Background: an optimization exercise with open tools, aiming at small area, a short achievable clock period and few clock cycles per item. Do not read the settings as production practice. Only simulation tests tie the RTL to the original design; equivalence was not proved. No driver is modelled on the clock port, so clocking that relies on it looks cheaper here than on a real chip. Power and IR drop assume default switching activity.

[design.v]
`default_nettype none
module jam_top (
	input  logic        clk,
	input  logic        rst_n,
	input  logic        in_valid,
	input  logic [6:0]  in_cost,
	output logic        out_valid,
	output logic [59:0] out_data    
);
	logic        xv;
	logic [6:0]  x;         
	logic [5:0]  k;         
	logic [55:0] A;         
	logic [6:0]  m;         
	logic        rdy;       
	logic        last;      
	logic        cmp;       
	logic        cmp7;      
	logic [2:0]  r;         
	logic        ins;       
	logic        subc;      
	logic        a_ld;      
	logic [2:0]  pcnt;      
	logic        out_v;
	logic [2:0]  beat;
	logic        row_end;
	logic        put7_n;    
	assign row_end = xv && (k[2:0] == 3'd7);
	assign put7_n  = out_v && (beat == 3'd4);
	always_ff @(posedge clk or negedge rst_n) begin
		if (!rst_n) begin
			xv      <= 1'b0;
			k       <= 6'd0;
			rdy     <= 1'b0;
			last    <= 1'b0;
			cmp     <= 1'b0;
			cmp7    <= 1'b0;
			ins     <= 1'b0;
			subc    <= 1'b0;
			a_ld    <= 1'b0;
		end else begin
			xv      <= in_valid;
			rdy     <= row_end;
			last    <= row_end && (k[5:3] == 3'd7);
			cmp     <= rdy;
			cmp7    <= last;
			ins     <= row_end || (pcnt == 3'd3) || put7_n;
			subc    <= cmp7 || (pcnt > 3'd1) || put7_n;
			a_ld    <= (row_end && k[5:3] == 3'd7) || (pcnt == 3'd3);
			if (xv)
				k <= k + 6'd1;
		end
	end
	assign r = k[5:3] - 3'd1;
	function automatic logic [6:0] sub7(input logic [6:0] a, input logic [6:0] b);
		logic bw;
		bw = 1'b0;
		for (int i = 0; i < 7; i++) begin
			sub7[i] = a[i] ^ b[i] ^ bw;
			bw      = (~a[i] & b[i]) | (~(a[i] ^ b[i]) & bw);
		end
	endfunction
	logic [55:0] ring [7];
	logic [55:0] cmin;
	logic [55:0] sx, sy, d;
	always_comb begin
		sx = ins ? A : ring[6];
		for (int c = 0; c < 8; c++) begin
			sy[c*7 +: 7] = (m & {7{rdy}}) | (cmin[c*7 +: 7] & {7{subc}});
			d[c*7 +: 7]  = sub7(sx[c*7 +: 7], sy[c*7 +: 7]);
		end
	end
	always_ff @(posedge clk) begin
		x <= in_cost;
		if (xv) begin
			A <= {x, A[55:7]};
			m <= (k[2:0] == 3'd0 || x < m) ? x : m;
		end else if (a_ld) begin
			A <= ring[6];
		end
	end
	logic [2:0] ph;         
	always_ff @(posedge clk) begin
		ring[0] <= d;   
		for (int i = 1; i < 7; i++)
			ring[i] <= ring[i-1];
	end
	always_ff @(posedge clk or negedge rst_n) begin
		if (!rst_n)
			ph <= 3'd0;
		else if ((rdy && r == 3'd0) || ph == 3'd6)
			ph <= 3'd0;
		else
			ph <= ph + 3'd1;
	end
	logic [63:0] z;         
	logic [7:0]  lt, le;
	logic [7:0]  roh;
	logic [63:0] tr, tc;    
	always_comb begin
		for (int c = 0; c < 8; c++) begin
			lt[c] = cmp && (r == 3'd0 || ring[0][c*7 +: 7] < cmin[c*7 +: 7]);
			le[c] = lt[c] || (cmp && ring[0][c*7 +: 7] == cmin[c*7 +: 7]);
		end
		for (int i = 0; i < 8; i++)
			roh[i] = (r == i[2:0]);
	end
	logic [63:0] z_n;
	always_comb
		for (int c = 0; c < 8; c++)
			for (int i = 0; i < 8; i++)
				z_n[i*8+c] = (z[i*8+c] && !lt[c]) || (roh[i] && le[c]);
	always_ff @(posedge clk) begin
		z <= z_n;
		for (int c = 0; c < 8; c++)
			if (lt[c])
				cmin[c*7 +: 7] <= ring[0][c*7 +: 7];
	end
	logic        busy;      
	logic        done;      
	logic [3:0]  drawn;
	logic [63:0] tr_init;
	logic [7:0]  mr, mc;    
	logic [7:0]  hr, hc;    
	logic [7:0]  rsel, csel;
	logic        take_col;
	logic [7:0]  zc, zr;    
	logic [63:0] zt;        
	logic        all_clear;
	function automatic logic [7:0] sort8(input logic [7:0] v);
		logic [7:0] s;
		s = v;
		{s[0], s[1]} = {s[0] | s[1], s[0] & s[1]}; {s[2], s[3]} = {s[2] | s[3], s[2] & s[3]}; {s[4], s[5]} = {s[4] | s[5], s[4] & s[5]}; {s[6], s[7]} = {s[6] | s[7], s[6] & s[7]};
		{s[0], s[2]} = {s[0] | s[2], s[0] & s[2]}; {s[1], s[3]} = {s[1] | s[3], s[1] & s[3]}; {s[4], s[6]} = {s[4] | s[6], s[4] & s[6]}; {s[5], s[7]} = {s[5] | s[7], s[5] & s[7]};
		{s[1], s[2]} = {s[1] | s[2], s[1] & s[2]}; {s[5], s[6]} = {s[5] | s[6], s[5] & s[6]};
		{s[0], s[4]} = {s[0] | s[4], s[0] & s[4]}; {s[1], s[5]} = {s[1] | s[5], s[1] & s[5]}; {s[2], s[6]} = {s[2] | s[6], s[2] & s[6]}; {s[3], s[7]} = {s[3] | s[7], s[3] & s[7]};
		{s[2], s[4]} = {s[2] | s[4], s[2] & s[4]}; {s[3], s[5]} = {s[3] | s[5], s[3] & s[5]};
		{s[1], s[2]} = {s[1] | s[2], s[1] & s[2]}; {s[3], s[4]} = {s[3] | s[4], s[3] & s[4]}; {s[5], s[6]} = {s[5] | s[6], s[5] & s[6]};
		sort8 = s;
	endfunction
	always_comb begin
		for (int i = 0; i < 8; i++) begin
			tr_init[i*8 +: 8] = sort8(z_n[i*8 +: 8]);
		end
		for (int i = 0; i < 8; i++)
			for (int c = 0; c < 8; c++)
				zt[c*8+i] = z[i*8+c];
	end
	function automatic logic [7:0] first_word(input logic [7:0] f, input logic [63:0] w);
		logic [3:0]  f1;
		logic [31:0] w1;
		logic [1:0]  f2;
		logic [15:0] w2;
		for (int p = 0; p < 4; p++) begin
			f1[p]         = f[2*p] | f[2*p+1];
			w1[p*8 +: 8]  = f[2*p] ? w[2*p*8 +: 8] : w[(2*p+1)*8 +: 8];
		end
		for (int q = 0; q < 2; q++) begin
			f2[q]         = f1[2*q] | f1[2*q+1];
			w2[q*8 +: 8]  = f1[2*q] ? w1[2*q*8 +: 8] : w1[(2*q+1)*8 +: 8];
		end
		first_word = f2[0] ? w2[7:0] : w2[15:8];
	endfunction
	function automatic logic one_or_none(input logic [7:0] v);
		logic seen, two;
		seen = 1'b0;
		two  = 1'b0;
		for (int i = 0; i < 8; i++) begin
			two  = two | (seen & v[i]);
			seen = seen | v[i];
		end
		one_or_none = !two;
	endfunction
	always_comb begin
		mr = 8'd0;
		mc = 8'd0;
		for (int i = 0; i < 8; i++) begin
			mr = mr | tr[i*8 +: 8];
			mc = mc | tc[i*8 +: 8];
		end
		take_col = |(mc & ~mr);   
		for (int i = 0; i < 8; i++) begin
			hr[i] = &(tr[i*8 +: 8] | ~mr);
			hc[i] = &(tc[i*8 +: 8] | ~mc);
		end
		rsel = hr & (~hr + 8'd1);   
		csel = hc & (~hc + 8'd1);
		zr = first_word(hr, z);     
		zc = first_word(hc, zt);    
	end
	logic [7:0] nzr, nzc;   
	always_comb begin
		for (int i = 0; i < 8; i++) begin
			nzr[i] = tr[i*8];
			nzc[i] = tc[i*8];
		end
		all_clear = one_or_none(nzr) || one_or_none(nzc);
	end
	always_ff @(posedge clk) begin
		for (int i = 0; i < 8; i++) begin
			if (cmp7)
				tr[i*8 +: 8] <= tr_init[i*8 +: 8];
			else if (busy) begin
				if (take_col) begin
					if (zc[i])
						tr[i*8 +: 8] <= {1'b0, tr[i*8+1 +: 7]};
				end else if (rsel[i])
					tr[i*8 +: 8] <= 8'd0;
			end
			if (lt[i])
				tc[i*8 +: 8] <= 8'd1;
			else if (le[i])
				tc[i*8 +: 8] <= {tc[i*8 +: 7], 1'b1};
			else if (busy) begin
				if (take_col) begin
					if (csel[i])
						tc[i*8 +: 8] <= 8'd0;
				end else if (zr[i])
					tc[i*8 +: 8] <= {1'b0, tc[i*8+1 +: 7]};
			end
		end
		if (cmp7)
			drawn <= 4'd0;
		else if (busy)
			drawn <= drawn + 4'd1;
	end
	logic go;
	logic fin;
	assign fin  = done || (busy && all_clear);
	assign go   = fin && (ph == 3'd0);   
	always_ff @(posedge clk or negedge rst_n) begin
		if (!rst_n) begin
			busy  <= 1'b0;
			done  <= 1'b0;
			pcnt  <= 3'd0;
			out_v <= 1'b0;
			beat  <= 3'd0;
		end else begin
			busy <= cmp7 || (busy && !all_clear);
			done <= fin && !go;
			if (cmp7)
				pcnt <= 3'd7;
			else if (pcnt != 3'd0)
				pcnt <= pcnt - 3'd1;
			if (go) begin
				out_v <= 1'b1;
				beat  <= 3'd0;
			end else if (out_v) begin
				beat <= beat + 3'd1;
				if (beat == 3'd7)
					out_v <= 1'b0;
			end
		end
	end
	assign out_valid = out_v;
	assign out_data  = {ring[1], drawn};
endmodule
`default_nettype wire
[flow/run.sh]
#!/bin/bash
# The standard layout, with timing repair aiming for extra setup slack and
# the clock tree's root buffer removed after CTS (flow/post_cts.tcl), so the
# clock port drives the tree's first level (four buffers) directly.
set -euo pipefail
bash standard.sh SETUP_SLACK_MARGIN=11 POST_CTS_TCL="$PWD/flow/post_cts.tcl" finish > make.log 2>&1
[flow/post_cts.tcl]
proc bypass_root_buffer {} {
  set block [ord::get_db_block]
  set clknet [$block findNet clk]
  set its [$clknet getITerms]
  if {[llength $its] != 1} {
    puts "bypass: the clock port drives [llength $its] pins, tree left as is"
    return
  }
  set r [[lindex $its 0] getInst]
  set xo [$r findITerm X]
  if {$xo eq "NULL" || ![string match "*clkbuf*" [[$r getMaster] getName]]} {
    puts "bypass: no root clock buffer, tree left as is"
    return
  }
  set rn [$xo getNet]
  set sinks {}
  foreach s [$rn getITerms] {
    if {[$s getInst] ne $r} { lappend sinks $s }
  }
  if {[llength $sinks] > 4 || [llength [$rn getBTerms]] > 0} {
    puts "bypass: the root buffer drives [llength $sinks] pins, tree left as is"
    return
  }
  foreach s $sinks {
    $s disconnect
    $s connect $clknet
  }
  [lindex $its 0] disconnect
  $xo disconnect
  odb::dbInst_destroy $r
  odb::dbNet_destroy $rn
  puts "bypass: the clock port now drives [llength $sinks] clock buffers"
}

bypass_root_buffer
estimate_parasitics -placement
repair_timing_helper
detailed_placement
check_placement -verbose
estimate_parasitics -placement
report_clock_skew
[standard.sh]
#!/bin/bash
# synth_recipe.tcl (not shown) runs the flow's synth.tcl, then flattens the netlist and writes it again
# the make line also repeats each setting of config.mk as NAME=value (left out here)
make -C /OpenROAD-flow-scripts/flow DESIGN_CONFIG=/design/flow/config.mk WORK_HOME=/design/flow/orfs CLKGATE_MAP_FILE= SYNTH_SCRIPT=/design/flow/synth_recipe.tcl "${@:-finish}"
[config.mk]
export PLATFORM = sky130hd
export DESIGN_NAME = jam_top
export DESIGN_NICKNAME = jam_top
export VERILOG_FILES = /design/flow/design.v
export SDC_FILE = /design/flow/constraint.sdc
export NUM_CORES = 4
export LEC_CHECK = 0
export CAP_MARGIN = 20
export CORE_MARGIN = 2
export CORE_UTILIZATION = 60
export CTS_CLUSTER_DIAMETER = 50
export CTS_CLUSTER_SIZE = 25
export PLACE_DENSITY = 0.7
export SLEW_MARGIN = 20
[constraint.sdc]
create_clock -name core_clock -period 15.0 [get_ports {clk}]
set_input_delay 3.0000 -clock core_clock [delete_from_list [all_inputs] [get_ports {clk}]]
set_output_delay 3.0000 -clock core_clock [all_outputs]
set_load 0.01 [all_outputs]
==> reports/results.md, run 1 <==
• outcome: finished clean
• stages on the worst setup path: 11
• Setup crit start: tr[24]$_DFFE_PP_
• post-layout instance area: 33030 µm²
• parity-gate share of the synthesized area counting xor and xnor cells: 0.007575
• dominant synthesized flop cell: sky130_fd_sc_hd__dfxtp_1
• Syn Area/Cell: 11.47 µm²
• WP data required: 15.34 ns
• final critical-path share of the clock period: 0.2671
• share of post-route cells with drive strength above 1: 0.1702
• initial core utilization: 0.6066
• via count of the first global-routing pass: 20850
• maximum clock frequency: 0.2496 GHz
• Critical Path Most Common Cell: sky130_fd_sc_hd__buf_4
• standard cell with the maximum stage delay on the critical path: sky130_fd_sc_hd__or4_4
• leading cell type in the layout, fill and taps excluded: sky130_fd_sc_hd__dfxtp_1
• most frequent cells in the layout: 471 x sky130_fd_sc_hd__dfxtp_1, 209 x sky130_fd_sc_hd__inv_1, 183 x sky130_fd_sc_hd__edfxtp_1, 152 x sky130_fd_sc_hd__nand2_1, 133 x sky130_fd_sc_hd__a21oi_1
• Adder-Cell Fraction of Synth Area: 0.06926
• wire length after detailed routing: 85870 µm
• biggest cell delay along the critical path: 0.59 ns
• core utilization of the finished layout: 0.6933
• multiplexer area fraction after synthesis: 0.05000
• unrepaired setup endpoints after global routing: true
• antenna violations before repair: 0
• number of setup violations in the final report: 0
• Reg2Reg Setup Slack: 10.99 ns
• Detailed Route Iter0 Violations: 2195
• Seq/Total Area, Yosys: 0.5804
• time the final worst path needs with I/O delays and setup: 4.007 ns
• total standard cell area after synthesis: 28900 µm²
• standard-cell row count: 80
• peak supply drop: 0.1777 mV
• syn nets: 2654
• combinational family with the most area after synthesis: compound AO/OA/AOI/OAI gates
• critical path class: register to register
• CP Cell Sequence: or4_4 > or2_1 > a2111o_1 > nor4_1 > buf_4 > nor4_2 > buf_4 > o21ai_2 > a22oi_2 > and2b_1 > a221o_1
• Post-DP HPWL: 61810 µm
• Fin Clk Skew: 0.02747 ns
• first-pass iteration count of the detailed router: 6
• die outline width: 223.5 µm
• Compound-Gate Fraction of Synth Area: 0.1454
• Syn Inst Count: 2520
• worst r2r path cells: 11
• total of warnings raised by yosys: 2
• boundary pin count: 71
• synth-to-layout area growth: 14.29%
• total power per unit cell area: 213.6 nW/µm²
• remaining global-route overflow: 0
• post-place setup slack: 10.19 ns
• Arr. time, crit path: 4.35 ns
• combined area of the multi-input logic cells: 11340 µm²
• clock latency reported for the late side of the worst-skew pair: 0.45 ns
• Fill cells: 3334
• share of flip-flops with an asynchronous set or reset: 0.03514
• final-layout setup total negative slack: 0 ns
• Critical path buffers and inverters: 2
• area share of the leading cell type in the synthesized netlist: 0.3678
• clock-pin slew on the worst setup and hold paths: 0.09 ns
• count of buffers from port buffering: 70
• leading post-synthesis cells by cell area: sky130_fd_sc_hd__dfxtp_1 37%, sky130_fd_sc_hd__edfxtp_1 19%, sky130_fd_sc_hd__ha_1 3.6%, sky130_fd_sc_hd__mux2_2 3.5%, sky130_fd_sc_hd__fa_1 2.8%
• die boundary height: 223.5 µm
• capturing instance or port of the critical path: tc[25]$_SDFFE_PP0P_
• Final Net Count: 2749
• pin count of the biggest net entering global routing: 65
• endpoint class of the critical path: register
• placed standard-cell area: 30360 µm²
• relative slew slack: 0.2241
• Routed Antenna Nets: 0
• total power: 7055 µW
• CTS sink count: 740
• post-route setup slack: 10.99 ns
• slew at the pin closest to its max-slew limit: 1.164 ns
• number of storage elements in the synthesis netlist: 740
• per-cell via count in the routed design: 6.472
• detail-routed net length per standard cell: 26.21 µm
• number of failing hold endpoints at the final stage: 0
• DR DRC count: 0
• Crit Reg-Reg Startpoint: tr[24]$_DFFE_PP_
• Seq. cell area: 16860 µm²
• detailed-route via count: 21200
• CTS tree: done
• worst hold-check path type: register to register
• leakage power: 0.01366 µW
• GPL Wtd Cong: 1.010
• number of distinct standard cells referenced by the synthesized netlist: 89
• number of flops mapped to enable cells by yosys: 183
• gate family responsible for the most delay along the worst path: simple AND/OR/NAND/NOR gates
• full die area: 49950 µm²
• worst-path maximum fanout: 11
• GRT Util Overall: 0.3430
• wire length of the first global-routing pass: 128900 µm
• Critical R2R Capture: tc[25]$_SDFFE_PP0P_
• Final Max Slew Viols: 0
• # diodes: 0
• Startpoint Class: register
• simple-gate portion of the synthesized area: 0.1077
• library cell with the largest summed area after synthesis: sky130_fd_sc_hd__dfxtp_1
• total core area: 47650 µm²
• Maximum Capacitance Violations: 0
## logic make-up (layout without fill, tap and decap cells)
kind of cell    count (synthesis)  in the layout
simple gates                  589            589
compound gates                592            592
flops                         740            740
fa+ha+maj                     139            139
xor+xnor                       25             25
buf+inv                       302            443
mux                           133            133
## through the flow
stage	hold WS (ns)	instances
6_report	0.3200	3276
5_1_grt	0.3134	3276
3_5_place_dp	0.3121	3151
3_3_place_gp	0.3095	3151
2_1_floorplan	0.3096	2520
## power by group
part | internal [µW] | switching [µW]
registers | 2910 | 538
clock network | 793 | 799
logic | 861 | 1150
total | 4560 | 2490
## state kept, by name (all words and copies together) (netlist names)
name	count
tc	64
beat	3
tr	64
ins	1
ring	392
A	56
ph	3
a_ld	1
cmp	1
last	1
out_v	1
drawn	4
cmin	56
m	7
k	6
xv	1
subc	1
z	64
x	7
rdy	1
pcnt	3
done	1
cmp7	1
busy	1
## cell type report
cell class,count,share of cell area
clock buffers,65,0.04560
clock inverters,37,0.01530
inverters,210,0.02398
multi-input cells,1478,0.3432
flip-flops and latches,740,0.5105
well taps,615,0.02329
repair buffers,131,0.03814
## synthesized netlist by cell type, types with 10 or more instances
master and n:
sky130_fd_sc_hd__dfxtp_1 531, sky130_fd_sc_hd__inv_1 210, sky130_fd_sc_hd__edfxtp_1 183, sky130_fd_sc_hd__nand2_1 155, sky130_fd_sc_hd__a21oi_1 134, sky130_fd_sc_hd__mux2_2 91, sky130_fd_sc_hd__ha_1 84, sky130_fd_sc_hd__o21ai_0 80
sky130_fd_sc_hd__clkbuf_1 77, sky130_fd_sc_hd__nor3_1 64, sky130_fd_sc_hd__nor2_1 61, sky130_fd_sc_hd__a22oi_1 58, sky130_fd_sc_hd__nand3_1 56, sky130_fd_sc_hd__nor4_1 51, sky130_fd_sc_hd__and3_1 47, sky130_fd_sc_hd__mux2i_1 42
sky130_fd_sc_hd__fa_1 40, sky130_fd_sc_hd__a221o_1 38, sky130_fd_sc_hd__o211ai_1 30, sky130_fd_sc_hd__a21o_1 29, sky130_fd_sc_hd__o221ai_1 29, sky130_fd_sc_hd__and2_1 28, sky130_fd_sc_hd__nand4_1 27, sky130_fd_sc_hd__dfrtp_1 26
sky130_fd_sc_hd__a22o_1 25, sky130_fd_sc_hd__o22ai_1 23, sky130_fd_sc_hd__a211oi_1 17, sky130_fd_sc_hd__a211o_1 16, sky130_fd_sc_hd__a31oi_1 16, sky130_fd_sc_hd__nand2b_1 16, sky130_fd_sc_hd__maj3_1 15, sky130_fd_sc_hd__or4_1 14
sky130_fd_sc_hd__xnor2_1 13, sky130_fd_sc_hd__or3_1 12, sky130_fd_sc_hd__xor2_1 12, sky130_fd_sc_hd__buf_1 10, sky130_fd_sc_hd__nand3b_1 10, sky130_fd_sc_hd__nor3b_1 10
## worst min path at each step
stage                                   start             endpoint  slack (ns)  cells after the start
after detailed placement  ring[3][18]$_DFF_P_  ring[4][18]$_DFF_P_        0.31                      0
after global routing       ring[3][4]$_DFF_P_   ring[4][4]$_DFF_P_        0.31                      0
after floorplan            ring[2][0]$_DFF_P_   ring[3][0]$_DFF_P_        0.31                      0
after global placement     ring[2][0]$_DFF_P_   ring[3][0]$_DFF_P_        0.31                      0
final                     ring[5][51]$_DFF_P_  ring[6][51]$_DFF_P_        0.32                      0
## layer usage
layer	global-route usage	wire (µm)	part of all wire
met1	0.4551	34940	0.41
met2	0.5616	39950	0.47
met3	0.04557	6245	0.073
met4	0.1604	4734	0.055
met5	0	0	0
## worst reg2reg max path, delay by kind of cell (launching register included)
family | cells | cell delay (ns)
buf+inv | 2 | 0.48
simple gates | 5 | 1.54
flops | 1 | 0.54
compound gates | 4 | 1.37
Testbench counts, summed over its fixed seeds: cycles 15,919, matrices 192.
==> run 2, diff against run 1 <==
--- a/config.mk
+++ b/config.mk
@@ -7,8 +7,7 @@
 export LEC_CHECK = 0
 export CAP_MARGIN = 20
 export CORE_MARGIN = 2
-export CORE_UTILIZATION = 60
-export CTS_CLUSTER_DIAMETER = 50
-export CTS_CLUSTER_SIZE = 25
-export PLACE_DENSITY = 0.7
+export CORE_UTILIZATION = 50
+export CTS_CLUSTER_DIAMETER = 70
+export CTS_CLUSTER_SIZE = 35
 export SLEW_MARGIN = 20
==> reports/results.md, run 2 <==
• leading cell type in the layout, fill and taps excluded: sky130_fd_sc_hd__dfxtp_1
• Syn Area/Cell: 11.47 µm²
• # diodes: 0
• first-pass iteration count of the detailed router: 5
• time the final worst path needs with I/O delays and setup: 3.959 ns
• antenna violations before repair: 2
• Post-DP HPWL: 62810 µm
• Seq/Total Area, Yosys: 0.5804
• register bank with the most flops: ring
• total of warnings raised by yosys: 2
• final critical-path share of the clock period: 0.2639
• count of placed standard cells in the final layout, fillers left out: 3392
• die outline width: 244.4 µm
• area share of the leading cell type in the synthesized netlist: 0.3678
• Final Max Slew Viols: 0
• DR DRC count: 0
• WP data required: 12.00 ns
• number of storage elements in the synthesis netlist: 740
• Synth top cells by count: 531 x sky130_fd_sc_hd__dfxtp_1, 210 x sky130_fd_sc_hd__inv_1, 183 x sky130_fd_sc_hd__edfxtp_1
• syn nets: 2654
• Startpoint Class: register
• peak supply drop: 0.1528 mV
• library cell with the largest summed area after synthesis: sky130_fd_sc_hd__dfxtp_1
• core utilization of the finished layout: 0.5720
• initial core utilization: 0.5029
• share of flip-flops with an asynchronous set or reset: 0.03514
• via count of the first global-routing pass: 19810
• endpoint class of the critical path: output port
• leading post-synthesis cells by cell area: sky130_fd_sc_hd__dfxtp_1 37%, sky130_fd_sc_hd__edfxtp_1 19%, sky130_fd_sc_hd__ha_1 3.6%, sky130_fd_sc_hd__mux2_2 3.5%, sky130_fd_sc_hd__fa_1 2.8%
• gate family responsible for the most delay along the worst path: flip-flops
• unrepaired setup endpoints after global routing: true
• worst-path maximum fanout: 2
• boundary pin count: 71
• maximum clock frequency: 0.2526 GHz
• total standard cell area after synthesis: 28900 µm²
• pin count of the biggest net entering global routing: 57
• post-place setup slack: 10.21 ns
• placed cells: 3295
• per-cell via count in the routed design: 5.999
• hold_ws: 0.3225 ns
• clock latency reported for the late side of the worst-skew pair: 0.42 ns
• number of failing hold endpoints at the final stage: 0
• clock-pin slew on the worst setup and hold paths: 0.12 ns
• Maximum Capacitance Violations: 0
• leakage power: 0.01345 µW
• dominant synthesized flop cell: sky130_fd_sc_hd__dfxtp_1
• most frequent cells in the layout: 471 x sky130_fd_sc_hd__dfxtp_1, 209 x sky130_fd_sc_hd__inv_1, 183 x sky130_fd_sc_hd__edfxtp_1, 152 x sky130_fd_sc_hd__nand2_1, 133 x sky130_fd_sc_hd__a21oi_1
• cell with the most instances after synthesis: sky130_fd_sc_hd__dfxtp_1
• Detailed Route Iter0 Violations: 1548
• relative slew slack: 0.2603
• detailed-route via count: 20350
• CP Cell Sequence: buf_6
• CTS tree: done
• critical path class: register to output port
• wire length after detailed routing: 83840 µm
• synth-to-layout area growth: 13.74%
• Routed Antenna Nets: 0
• number of flops mapped to enable cells by yosys: 183
• worst hold-check path type: register to register
• remaining global-route overflow: 0
• final-layout setup total negative slack: 0 ns
• standard-cell row count: 88
• slew at the pin closest to its max-slew limit: 1.110 ns
• full die area: 59750 µm²
• Syn Inst Count: 2520
• Critical path buffers and inverters: 1
• total power per unit cell area: 204.9 nW/µm²
• detail-routed net length per standard cell: 24.72 µm
• GPL Wtd Cong: 0.9413
• total core area: 57480 µm²
• Final Net Count: 2731
• number of distinct standard cells referenced by the synthesized netlist: 89
• Arr. time, crit path: 0.96 ns
• biggest cell delay along the critical path: 0.43 ns
• number of setup violations in the final report: 0
• share of post-route cells with drive strength above 1: 0.1648
• GRT Util Overall: 0.2797
• count of buffers from port buffering: 70
• standard cell with the maximum stage delay on the critical path: sky130_fd_sc_hd__dfrtp_2
• CTS sink count: 740
• die boundary height: 244.4 µm
• number of flip-flops under the largest register name: 392
• outcome: finished clean
• Fin Clk Skew: 0.03073 ns
• post-route setup slack: 11.04 ns
• wire length of the first global-routing pass: 126200 µm
[run 2: path summary, 6_finish.rpt]
| path | start | to | slack, ns | cells after the start |
|---|---|---|---|---|
| min reg2reg | ring[4][33]$_DFF_P_ | ring[5][33]$_DFF_P_ | 0.32 | 0 |
| min | ring[4][33]$_DFF_P_ | ring[5][33]$_DFF_P_ | 0.32 | 0 |
| min in group asynchronous | rst_n | k[1]$_DFFE_PN0P_ | 2.95 | 2 |
| max reg2reg | tr[16]$_DFFE_PP_ | tc[42]$_SDFFE_PP0P_ | 11.07 | 9 |
| max | out_v$_DFF_PN0_ | out_valid | 11.04 | 1 |
| max in group asynchronous | rst_n | ins$_DFF_PN0_ | 11.76 | 2 |
[run 2: cell type report]
type | instances | area [µm²]
Clock buffer | 46 | 1086
Inverter | 210 | 792.0
Tap cell | 765 | 957.2
Multi-Input combinational cell | 1478 | 11460
Fill cell | 4898 | 24600
Clock inverter | 24 | 465.4
Timing Repair Buffer | 129 | 1247
Sequential cell | 740 | 16860
[run 2: stage by stage]
step	power (µW)	area (µm²)
after detailed placement	5291	30500
after floorplan	4412	28900
after global routing	7126	32870
final	6737	32870
after global placement	5223	30490
[run 2: kinds of logic after synthesis]
family | after synthesis | share of synthesized area
DFF | 740 | 0.5804
buffers and inverters | 302 | 0.03974
AOI/OAI and AO/OA | 592 | 0.1454
and+or+nand+nor | 589 | 0.1077
muxes | 133 | 0.05000
adders and majority gates | 139 | 0.06926
xor gates and xnor gates | 25 | 0.007575
[run 2: per-layer routing]
metal | global-route usage | share of wire | vias up
li1 | - | - | 9424
met1 | 0.3711 | 0.43 | 10020
met2 | 0.4612 | 0.46 | 713
met3 | 0.03479 | 0.054 | 193
met4 | 0.1230 | 0.050 | 2
met5 | 0 | 0.00012 | -
[run 2: where the power goes]
part	switching (µW)	internal, µW	total [µW]
combinational	1130	860	1990
sequential	492	2900	3400
clock	749	604	1350
==> run 3, diff against run 2 <==
--- a/config.mk
+++ b/config.mk
@@ -7,7 +7,8 @@
 export LEC_CHECK = 0
 export CAP_MARGIN = 20
 export CORE_MARGIN = 2
-export CORE_UTILIZATION = 50
+export CORE_UTILIZATION = 45
 export CTS_CLUSTER_DIAMETER = 70
 export CTS_CLUSTER_SIZE = 35
+export PLACE_DENSITY = 0.8
 export SLEW_MARGIN = 20
==> reports/results.md, run 3 <==
• outcome: finished clean
• Maximum Capacitance Violations: 0
• clock-pin slew on the worst setup and hold paths: 0.12 ns
• standard cell with the maximum stage delay on the critical path: sky130_fd_sc_hd__dfrtp_2
• Fill cells: 5386
• combinational family with the most area after synthesis: compound AO/OA/AOI/OAI gates
• post-place setup slack: 10.41 ns
• Synth top cells by count: 531 x sky130_fd_sc_hd__dfxtp_1, 210 x sky130_fd_sc_hd__inv_1, 183 x sky130_fd_sc_hd__edfxtp_1
• die boundary height: 257.4 µm
• WP data required: 12.00 ns
• Detailed Route Iter0 Violations: 2450
• detail-routed net length per standard cell: 23.92 µm
• per-cell via count in the routed design: 6.073
• dominant synthesized flop cell: sky130_fd_sc_hd__dfxtp_1
• slew at the pin closest to its max-slew limit: 1.056 ns
• leading cell type in the layout, fill and taps excluded: sky130_fd_sc_hd__dfxtp_1
• GPL Wtd Cong: 1.049
• peak supply drop: 0.1162 mV
• Arr. time, crit path: 0.96 ns
• number of setup violations in the final report: 0
• total of warnings raised by yosys: 2
• total core area: 63310 µm²
• clock latency reported for the late side of the worst-skew pair: 0.43 ns
• critical path class: register to output port
• post-route setup slack: 11.04 ns
• # diodes: 0
• share of flip-flops with an asynchronous set or reset: 0.03514
• global routing met2 resource utilization: 0.3950
• GRT met3 Usage: 0.03664
• register bank with the most flops: ring
• maximum clock frequency: 0.2526 GHz
• first-pass iteration count of the detailed router: 8
• Seq. cell area: 16860 µm²
• post-layout instance area: 32540 µm²
• placed standard-cell area: 30610 µm²
• total power per unit cell area: 201.5 nW/µm²
• parity-gate share of the synthesized area counting xor and xnor cells: 0.007575
• DR DRC count: 0
• clock power share: 0.177
• leading post-synthesis cells by cell area: sky130_fd_sc_hd__dfxtp_1 37%, sky130_fd_sc_hd__edfxtp_1 19%, sky130_fd_sc_hd__ha_1 3.6%, sky130_fd_sc_hd__mux2_2 3.5%, sky130_fd_sc_hd__fa_1 2.8%
• most used routing layer: met2
• cell internal power dissipation: 4236 µW
• remaining global-route overflow: 0
• boundary pin count: 71
• syn nets: 2654
• unrepaired setup endpoints after global routing: false
• number of distinct standard cells referenced by the synthesized netlist: 89
• total standard cell area after synthesis: 28900 µm²
• Sw Pwr: 2322 µW
• CTS sink count: 740
• relative slew slack: 0.2905
• cell with the most instances after synthesis: sky130_fd_sc_hd__dfxtp_1
• share of post-route cells with drive strength above 1: 0.1566
• library cell with the largest summed area after synthesis: sky130_fd_sc_hd__dfxtp_1
• time the final worst path needs with I/O delays and setup: 3.958 ns
• biggest cell delay along the critical path: 0.42 ns
• number of flip-flops under the largest register name: 392
• area share of the leading cell type in the synthesized netlist: 0.3678
• simple-gate portion of the synthesized area: 0.1077
• Global Route met1 Usage: 0.3387
• wire length of the first global-routing pass: 126200 µm
• CTS tree: done
• antenna violations before repair: 2
• Routed Antenna Nets: 0
• combined area of the multi-input logic cells: 11370 µm²
• gate family responsible for the most delay along the worst path: flip-flops
• most frequent cells in the layout: 471 x sky130_fd_sc_hd__dfxtp_1, 209 x sky130_fd_sc_hd__inv_1, 183 x sky130_fd_sc_hd__edfxtp_1, 154 x sky130_fd_sc_hd__nand2_1, 133 x sky130_fd_sc_hd__a21oi_1
• multiplexer area fraction after synthesis: 0.05000
• Syn Inst Count: 2520
• Fin Clk Skew: 0.05120 ns
• pin count of the biggest net entering global routing: 57
• count of buffers from port buffering: 70
• GRT Util Overall: 0.2461
• Startpoint Class: register
• endpoint class of the critical path: output port
• Post-DP HPWL: 60710 µm
• via count of the first global-routing pass: 20950
• Critical path buffers and inverters: 1
• die outline width: 257.4 µm
• initial core utilization: 0.4565
• total power: 6558 µW
• number of flops mapped to enable cells by yosys: 183
• Final Max Slew Viols: 0
• number of storage elements in the synthesis netlist: 740
• Syn Area/Cell: 11.47 µm²
• detailed-route via count: 21040
• CP Cell Sequence: buf_2
• full die area: 66280 µm²
• wire length after detailed routing: 82850 µm
• number of failing hold endpoints at the final stage: 0
• worst-path maximum fanout: 2
• standard-cell row count: 92
• sw frac: 0.3541
• final-layout setup total negative slack: 0 ns
• Adder-Cell Fraction of Synth Area: 0.06926
• core utilization of the finished layout: 0.5140
• synth-to-layout area growth: 12.58%
• leakage power: 0.01325 µW
• sequential fraction of design power: 0.522
• worst hold-check path type: register to register
• final critical-path share of the clock period: 0.2639
• share of power burned in combinational logic: 0.301
• Compound-Gate Fraction of Synth Area: 0.1454
• Final Net Count: 2725
• Seq/Total Area, Yosys: 0.5804
-- run 3: path summary, 6_finish.rpt --
check                              startpoint  cells after the start  slack [ns]                   to
min reg2reg                ring[5][6]$_DFF_P_                      0        0.33   ring[6][6]$_DFF_P_
max reg2reg                   tr[0]$_DFFE_PP_                      9       11.08  tc[44]$_SDFFE_PP0P_
max in group asynchronous               rst_n                      2       11.79        ins$_DFF_PN0_
min                        ring[5][6]$_DFF_P_                      0        0.33   ring[6][6]$_DFF_P_
min in group asynchronous               rst_n                      2        2.94  beat[1]$_DFFE_PN0P_
max                           out_v$_DFF_PN0_                      1       11.04            out_valid
-- run 3: cell families after synthesis --
family,after synthesis
and+or+nand+nor,589
adders and majority gates,139
buffers and inverters,302
muxes,133
DFF,740
AOI/OAI and AO/OA,592
xor gates and xnor gates,25
-- run 3: power by group through the flow --
stage	sequential, µW	combinational (µW)	clock [µW]
finish	3430	1970	1160
global route	3500	2170	1250
detailed placement	3410	1870	0
global placement	3380	1780	0
floorplan	3200	1210	0
-- run 3: area by class of cell --
class	instances	area share
repair buffers	127	0.03822
inverters	210	0.02434
multi-input cells	1478	0.3493
flip-flops and latches	740	0.5182
clock buffers	41	0.02761
well taps	846	0.03253
clock inverters	22	0.009766
-- run 3: through the flow --
step           std cells  hold WS [ns]
2_1_floorplan       2520        0.3096
3_3_place_gp        3374        0.3098
3_5_place_dp        3375        0.3121
5_1_grt             3464        0.3340
6_report            3464        0.3292
-- run 3: routing by layer --
metal	part of all wire	vias up	routed length, µm
met5	0.00016	-	13
met4	0.038	2	3150
met3	0.088	210	7257
met2	0.46	1094	37790
met1	0.42	10330	34640
li1	-	9399	-
==> run 4, diff against run 3 <==
--- a/config.mk
+++ b/config.mk
@@ -7,8 +7,7 @@
 export LEC_CHECK = 0
 export CAP_MARGIN = 20
 export CORE_MARGIN = 2
-export CORE_UTILIZATION = 45
+export CORE_UTILIZATION = 40
 export CTS_CLUSTER_DIAMETER = 70
 export CTS_CLUSTER_SIZE = 35
-export PLACE_DENSITY = 0.8
 export SLEW_MARGIN = 20
==> reports/results.md, run 4 <==
• register bank with the most flops: ring
• GPL Wtd Cong: 0.9415
• Syn Area/Cell: 11.47 µm²
• wire length of the first global-routing pass: 126500 µm
• area share of the leading cell type in the synthesized netlist: 0.3678
• via count of the first global-routing pass: 19950
• cell internal power dissipation: 4346 µW
• final critical-path share of the clock period: 0.2645
• Detailed Route Iter0 Violations: 1715
• syn nets: 2654
• met2 WL post-DR: 40570 µm
• Arr. time, crit path: 0.97 ns
• sequential fraction of design power: 0.506
• number of flops mapped to enable cells by yosys: 183
• total met3 wirelength after detailed routing: 4957 µm
• antenna violations before repair: 1
• relative slew slack: 0.2498
• total of warnings raised by yosys: 2
• detailed-route wire length on metal 1: 37250 µm
• multiplexer area fraction after synthesis: 0.05000
• die boundary height: 272.8 µm
• per-cell via count in the routed design: 5.686
• leading cell type in the layout, fill and taps excluded: sky130_fd_sc_hd__dfxtp_1
• worst-path maximum fanout: 2
• standard cell with the maximum stage delay on the critical path: sky130_fd_sc_hd__dfrtp_2
• number of flip-flops under the largest register name: 392
• pin count of the biggest net entering global routing: 57
• number of failing hold endpoints at the final stage: 0
• final-layout setup total negative slack: 0 ns
• simple-gate portion of the synthesized area: 0.1077
• initial core utilization: 0.4043
• WP data required: 12.00 ns
• standard-cell row count: 98
• critical path class: register to output port
• top layer reached by signal wires: met4
• Seq/Total Area, Yosys: 0.5804
• CTS tree: done
• Startpoint Class: register
• detail-routed net length per standard cell: 23.85 µm
• remaining global-route overflow: 0
• worst hold-check path type: register to register
• outcome: finished clean
• count of buffers from port buffering: 70
• clock-pin slew on the worst setup and hold paths: 0.11 ns
• first-pass iteration count of the detailed router: 8
• post-place setup slack: 10.06 ns
• Reg2Reg Setup Slack: 11.10 ns
• total core area: 71490 µm²
• Final Net Count: 2738
• synth-to-layout area growth: 14.80%
• cell with the most instances after synthesis: sky130_fd_sc_hd__dfxtp_1
• parity-gate share of the synthesized area counting xor and xnor cells: 0.007575
• full die area: 74430 µm²
• Post-DP HPWL: 63370 µm
• leakage power: 0.01350 µW
• total standard cell area after synthesis: 28900 µm²
• gate family responsible for the most delay along the worst path: flip-flops
• unrepaired setup endpoints after global routing: true
• boundary pin count: 71
• Routed Antenna Nets: 0
• sw frac: 0.3554
• number of setup violations in the final report: 0
• GRT Util Overall: 0.2250
• clock power share: 0.207
• detailed-route via count: 20400
• CP Cell Sequence: buf_6
• # diodes: 0
• leading post-synthesis cells by cell area: sky130_fd_sc_hd__dfxtp_1 37%, sky130_fd_sc_hd__edfxtp_1 19%, sky130_fd_sc_hd__ha_1 3.6%, sky130_fd_sc_hd__mux2_2 3.5%, sky130_fd_sc_hd__fa_1 2.8%
• Syn Inst Count: 2520
• Fin Clk Skew: 0.05068 ns
• peak supply drop: 0.1203 mV
• Synth top cells by count: 531 x sky130_fd_sc_hd__dfxtp_1, 210 x sky130_fd_sc_hd__inv_1, 183 x sky130_fd_sc_hd__edfxtp_1
• share of power burned in combinational logic: 0.287
• share of flip-flops with an asynchronous set or reset: 0.03514
• library cell with the largest summed area after synthesis: sky130_fd_sc_hd__dfxtp_1
• Sw Pwr: 2396 µW
• Compound-Gate Fraction of Synth Area: 0.1454
• share of post-route cells with drive strength above 1: 0.1668
• Critical path buffers and inverters: 1
• die outline width: 272.8 µm
• Adder-Cell Fraction of Synth Area: 0.06926
• Final Max Slew Viols: 0
• combinational family with the most area after synthesis: compound AO/OA/AOI/OAI gates
• total power per unit cell area: 203.2 nW/µm²
• time the final worst path needs with I/O delays and setup: 3.968 ns
• endpoint class of the critical path: output port
• dominant synthesized flop cell: sky130_fd_sc_hd__dfxtp_1
• post-route setup slack: 11.03 ns
• wire length after detailed routing: 85580 µm
• DR DRC count: 0
• Maximum Capacitance Violations: 0
• number of storage elements in the synthesis netlist: 740
• most frequent cells in the layout: 471 x sky130_fd_sc_hd__dfxtp_1, 209 x sky130_fd_sc_hd__inv_1, 183 x sky130_fd_sc_hd__edfxtp_1, 152 x sky130_fd_sc_hd__nand2_1, 133 x sky130_fd_sc_hd__a21oi_1
• number of distinct standard cells referenced by the synthesized netlist: 89
• clock latency reported for the late side of the worst-skew pair: 0.44 ns
• biggest cell delay along the critical path: 0.42 ns
• slew at the pin closest to its max-slew limit: 1.125 ns
• CTS sink count: 740
• maximum clock frequency: 0.2520 GHz
## run 4: cell types whose count changed in the layout (fill, tap and decap cells not counted), sizes merged
cell      before  now
buf          118  122
inv          218  228
clkinv         9   14
or4           15   16
clkinvlp       5    1
clkbuf        41   45
## run 4: per-stage QoR
stage          hold slack [ns]  std cells  cell area [µm²]  total power, µW    util
2_1_floorplan           0.3096       2520            28900             4412       -
3_3_place_gp            0.3101       3486            30770             5235  0.4304
3_5_place_dp            0.3121       3486            30770             5296  0.4305
5_1_grt                 0.3295       3588            33180             7135  0.4642
6_report                0.3194       3588            33180             6741  0.4642
## run 4: power by group through the flow
stage               sequential [µW]  combinational, µW  clock [µW]
finish                         3410               1940        1400
global route                   3490               2140        1500
detailed placement             3420               1880           0
global placement               3400               1840           0
floorplan                      3200               1210           0
## run 4: cells by family (layout without fill, tap and decap cells)
kind of cell             after synthesis  count (layout)
XOR/XNOR                              25              25
AND/OR/NAND/NOR                      589             590
buffers and inverters                302             419
flip-flops                           740             740
adder cells (fa/ha/maj)              139             139
AO/OA/AOI/OAI                        592             592
multiplexers                         133             133
## run 4: routing by layer
metal,track usage,vias to the layer above
met5,0,-
met1,0.3016,10090
met3,0.02970,158
li1,-,9440
met2,0.3748,716
met4,0.07663,0
## run 4: cell type report
type,count,area (µm²)
fill,6423,38300
sequential,740,16870
multi-input combinational,1479,11430
timing repair buffer,131,1250
tap,950,1189
clock buffer,45,1072
inverter,210,792.0
clock inverter,33,579.3
## run 4: final timing paths
check / startpoint / endpoint / cells past startpoint
min: ring[2][5]$_DFF_P_ / ring[3][5]$_DFF_P_ / 0
max: out_v$_DFF_PN0_ / out_valid / 1
min reg2reg: ring[2][5]$_DFF_P_ / ring[3][5]$_DFF_P_ / 0
max in group asynchronous: rst_n / cmp7$_DFF_PN0_ / 2
min in group asynchronous: rst_n / xv$_DFF_PN0_ / 2
max reg2reg: tr[0]$_DFFE_PP_ / tc[30]$_SDFFE_PP0P_ / 8
==> run 5, diff against run 4 <==
==> flow/run.sh (replaced) <==
#!/bin/bash
# The standard layout, with timing repair aiming for extra setup slack and
# the clock tree's root buffer removed after CTS (flow/post_cts.tcl), so the
# clock port drives the tree's first level (four buffers) directly.
set -euo pipefail
bash standard.sh SETUP_SLACK_MARGIN=11.1 POST_CTS_TCL="$PWD/flow/post_cts.tcl" finish > make.log 2>&1
==> reports/results.md, run 5 <==
• # diodes: 0
• total core area: 71490 µm²
• peak supply drop: 0.1203 mV
• Routed Antenna Nets: 0
• core utilization of the finished layout: 0.4667
• clock power share: 0.206
• leakage power: 0.01359 µW
• CTS tree: done
• Synth top cells by count: 531 x sky130_fd_sc_hd__dfxtp_1, 210 x sky130_fd_sc_hd__inv_1, 183 x sky130_fd_sc_hd__edfxtp_1
• die outline width: 272.8 µm
• wire length after detailed routing: 85750 µm
• initial core utilization: 0.4043
• Detailed Route Iter0 Violations: 1663
• total standard cell area after synthesis: 28900 µm²
• number of distinct standard cells referenced by the synthesized netlist: 89
• endpoint class of the critical path: output port
• time the final worst path needs with I/O delays and setup: 3.972 ns
• total of warnings raised by yosys: 2
• final critical-path share of the clock period: 0.2648
• total met3 wirelength after detailed routing: 4607 µm
• stages on the worst setup path: 1
• capturing instance or port of the critical path: out_valid
• Fin Clk Skew: 0.05251 ns
• standard-cell row count: 98
• most frequent cells in the layout: 471 x sky130_fd_sc_hd__dfxtp_1, 209 x sky130_fd_sc_hd__inv_1, 183 x sky130_fd_sc_hd__edfxtp_1, 152 x sky130_fd_sc_hd__nand2_1, 133 x sky130_fd_sc_hd__a21oi_1
• total power per unit cell area: 202.5 nW/µm²
• slew at the pin closest to its max-slew limit: 1.163 ns
• worst hold-check path type: register to register
• critical path class: register to output port
• Final Net Count: 2752
• share of power burned in combinational logic: 0.290
• cell internal power dissipation: 4354 µW
• share of post-route cells with drive strength above 1: 0.1757
• top layer reached by signal wires: met4
• detailed-route via count: 20410
• number of storage elements in the synthesis netlist: 740
• worst r2r path cells: 11
• area share of the leading cell type in the synthesized netlist: 0.3678
• combined area of the multi-input logic cells: 11500 µm²
• unrepaired setup endpoints after global routing: true
• biggest cell delay along the critical path: 0.42 ns
• Critical R2R Capture: tc[30]$_SDFFE_PP0P_
• GRT Util Overall: 0.2252
• wire length of the first global-routing pass: 126700 µm
• clock latency reported for the late side of the worst-skew pair: 0.44 ns
• sequential fraction of design power: 0.504
• via count of the first global-routing pass: 19990
• Startpoint Class: register
• DR DRC count: 0
• outcome: finished clean
• final-layout setup total negative slack: 0 ns
• remaining global-route overflow: 0
• Sw Pwr: 2403 µW
• number of failing hold endpoints at the final stage: 0
• WP data required: 12.00 ns
• gate family responsible for the most delay along the worst path: flip-flops
• detailed-route wire length on metal 1: 37800 µm
• number of setup violations in the final report: 0
• count of placed standard cells in the final layout, fillers left out: 3602
• Crit Reg-Reg Startpoint: tr[16]$_DFFE_PP_
• dominant synthesized flop cell: sky130_fd_sc_hd__dfxtp_1
• standard cell with the maximum stage delay on the critical path: sky130_fd_sc_hd__dfrtp_2
• GPL Wtd Cong: 0.9415
• sw frac: 0.3556
• met2 WL post-DR: 40560 µm
• syn nets: 2654
• Seq. cell area: 16870 µm²
• first-pass iteration count of the detailed router: 5
• Setup crit start: out_v$_DFF_PN0_
• Reg2Reg Setup Slack: 11.15 ns
• placed cells: 3486
• cell with the most instances after synthesis: sky130_fd_sc_hd__dfxtp_1
• post-place setup slack: 10.06 ns
• Final Max Slew Viols: 0
• hold_ws: 0.3193 ns
• relative slew slack: 0.2248
• post-route setup slack: 11.03 ns
• register bank with the most flops: ring
• per-cell via count in the routed design: 5.666
• leading post-synthesis cells by cell area: sky130_fd_sc_hd__dfxtp_1 37%, sky130_fd_sc_hd__edfxtp_1 19%, sky130_fd_sc_hd__ha_1 3.6%, sky130_fd_sc_hd__mux2_2 3.5%, sky130_fd_sc_hd__fa_1 2.8%
• full die area: 74430 µm²
• CTS sink count: 740
• detail-routed net length per standard cell: 23.81 µm
• Arr. time, crit path: 0.97 ns
• Syn Inst Count: 2520
• boundary pin count: 71
• library cell with the largest summed area after synthesis: sky130_fd_sc_hd__dfxtp_1
• number of flops mapped to enable cells by yosys: 183
• die boundary height: 272.8 µm
• maximum clock frequency: 0.2518 GHz
• Maximum Capacitance Violations: 0
• clock-pin slew on the worst setup and hold paths: 0.11 ns
• CP Cell Sequence: buf_6
• Syn Area/Cell: 11.47 µm²
• synth-to-layout area growth: 15.42%
• count of buffers from port buffering: 70
• antenna violations before repair: 1
• Critical path buffers and inverters: 1
• worst-path maximum fanout: 2
• pin count of the biggest net entering global routing: 57
• Fill cells: 6427
• share of flip-flops with an asynchronous set or reset: 0.03514
• leading cell type in the layout, fill and taps excluded: sky130_fd_sc_hd__dfxtp_1
• Post-DP HPWL: 63370 µm
• number of flip-flops under the largest register name: 392
• Seq/Total Area, Yosys: 0.5804
[run 5: cell types whose count changed in the layout (fill, tap and decap cells not counted), moves of 2 or more]
| cell | delta |
|---|---|
| sky130_fd_sc_hd__a2111oi_0 | -2 |
| sky130_fd_sc_hd__a2111oi_1 | +2 |
| sky130_fd_sc_hd__buf_4 | +14 |
| sky130_fd_sc_hd__dfxtp_2 | -2 |
| sky130_fd_sc_hd__dfxtp_4 | +2 |
| sky130_fd_sc_hd__nor3_4 | +2 |
| sky130_fd_sc_hd__nor4_2 | +3 |
| sky130_fd_sc_hd__nor4_4 | -2 |
| sky130_fd_sc_hd__or2_1 | -2 |
[run 5: worst min path at each step]
stage,from,to,cells past startpoint
floorplan,ring[2][0]$_DFF_P_,ring[3][0]$_DFF_P_,0
global placement,ring[2][44]$_DFF_P_,ring[3][44]$_DFF_P_,0
detailed placement,ring[3][22]$_DFF_P_,ring[4][22]$_DFF_P_,0
global route,ring[2][5]$_DFF_P_,ring[3][5]$_DFF_P_,0
finish,ring[2][5]$_DFF_P_,ring[3][5]$_DFF_P_,0
[run 5: per-stage QoR]
stage / area (µm²) / total power, µW
floorplan: 28900 / 4412
global placement: 30770 / 5235
detailed placement: 30770 / 5296
global route: 33360 / 7151
finish: 33360 / 6757
[run 5: per-layer routing]
layer,vias up,track usage
li1,9483,-
met1,10080,0.3017
met2,693,0.3754
met3,149,0.02987
met4,0,0.07634
met5,-,0
[run 5: kinds of logic (layout without fill, tap and decap cells)]
| kind of cell | after synthesis | after routing | share of synthesized area |
|---|---|---|---|
| buffers and inverters | 302 | 433 | 0.03974 |
| adder cells (fa/ha/maj) | 139 | 139 | 0.06926 |
| XOR/XNOR | 25 | 25 | 0.007575 |
| flip-flops | 740 | 740 | 0.5804 |
| AND/OR/NAND/NOR | 589 | 590 | 0.1077 |
| multiplexers | 133 | 133 | 0.05000 |
| AO/OA/AOI/OAI | 592 | 592 | 0.1454 |
[run 5: final cells by class]
class                      count  area share
clock buffer                  45     0.03214
clock inverter                33     0.01736
inverter                     210     0.02374
multi-input combinational   1479      0.3447
sequential                   740      0.5058
tap                          950     0.03563
timing repair buffer         145     0.04062
[run 5: power by group through the flow]
stage	Sequential [µW]	Clock (µW)	Combinational [µW]
after detailed placement	3420	0	1880
after floorplan	3200	0	1210
after global routing	3490	1500	2160
after global placement	3400	0	1840
final	3400	1390	1960

==> what the ideal ports hide <==
No port has a modelled driver above. Below, the same layouts with a new extraction and two added sets of constraints.
Step 1 sets driving cells, clkbuf_16 on the clock port and buf_2 on the other inputs (assumed; they add their load-dependent delay and slew).
Step 2, shift: input delay + t, output delay - t, t = (earliest + latest rising clock arrival at the registers) / 2. This alone moves slack from input paths to output paths.
Three values: ideal, step 1, step 2; two values: the first two.
run | t, ns | setup WS [ns] | latest minus earliest clock arrival (ns) | worst register clock-pin slew, ns | worst slew at a driven data input, ns
run 1 | 0.565 | 10.993 / 10.905 / 10.993 | 0.031 / 0.031 | 0.09 / 0.09 | 0.05
run 2 | 0.538 | 11.041 / 10.910 / 11.069 | 0.031 / 0.031 | 0.12 / 0.12 | 0.04
run 3 | 0.522 | 11.042 / 10.919 / 11.076 | 0.061 / 0.061 | 0.13 / 0.13 | 0.04
run 4 | 0.538 | 11.032 / 10.909 / 11.098 | 0.053 / 0.054 | 0.12 / 0.12 | 0.03
run 5 | 0.538 | 11.028 / 10.904 / 11.151 | 0.056 / 0.055 | 0.12 / 0.12 | 0.03
After both steps setup and hold are still met in every run listed.
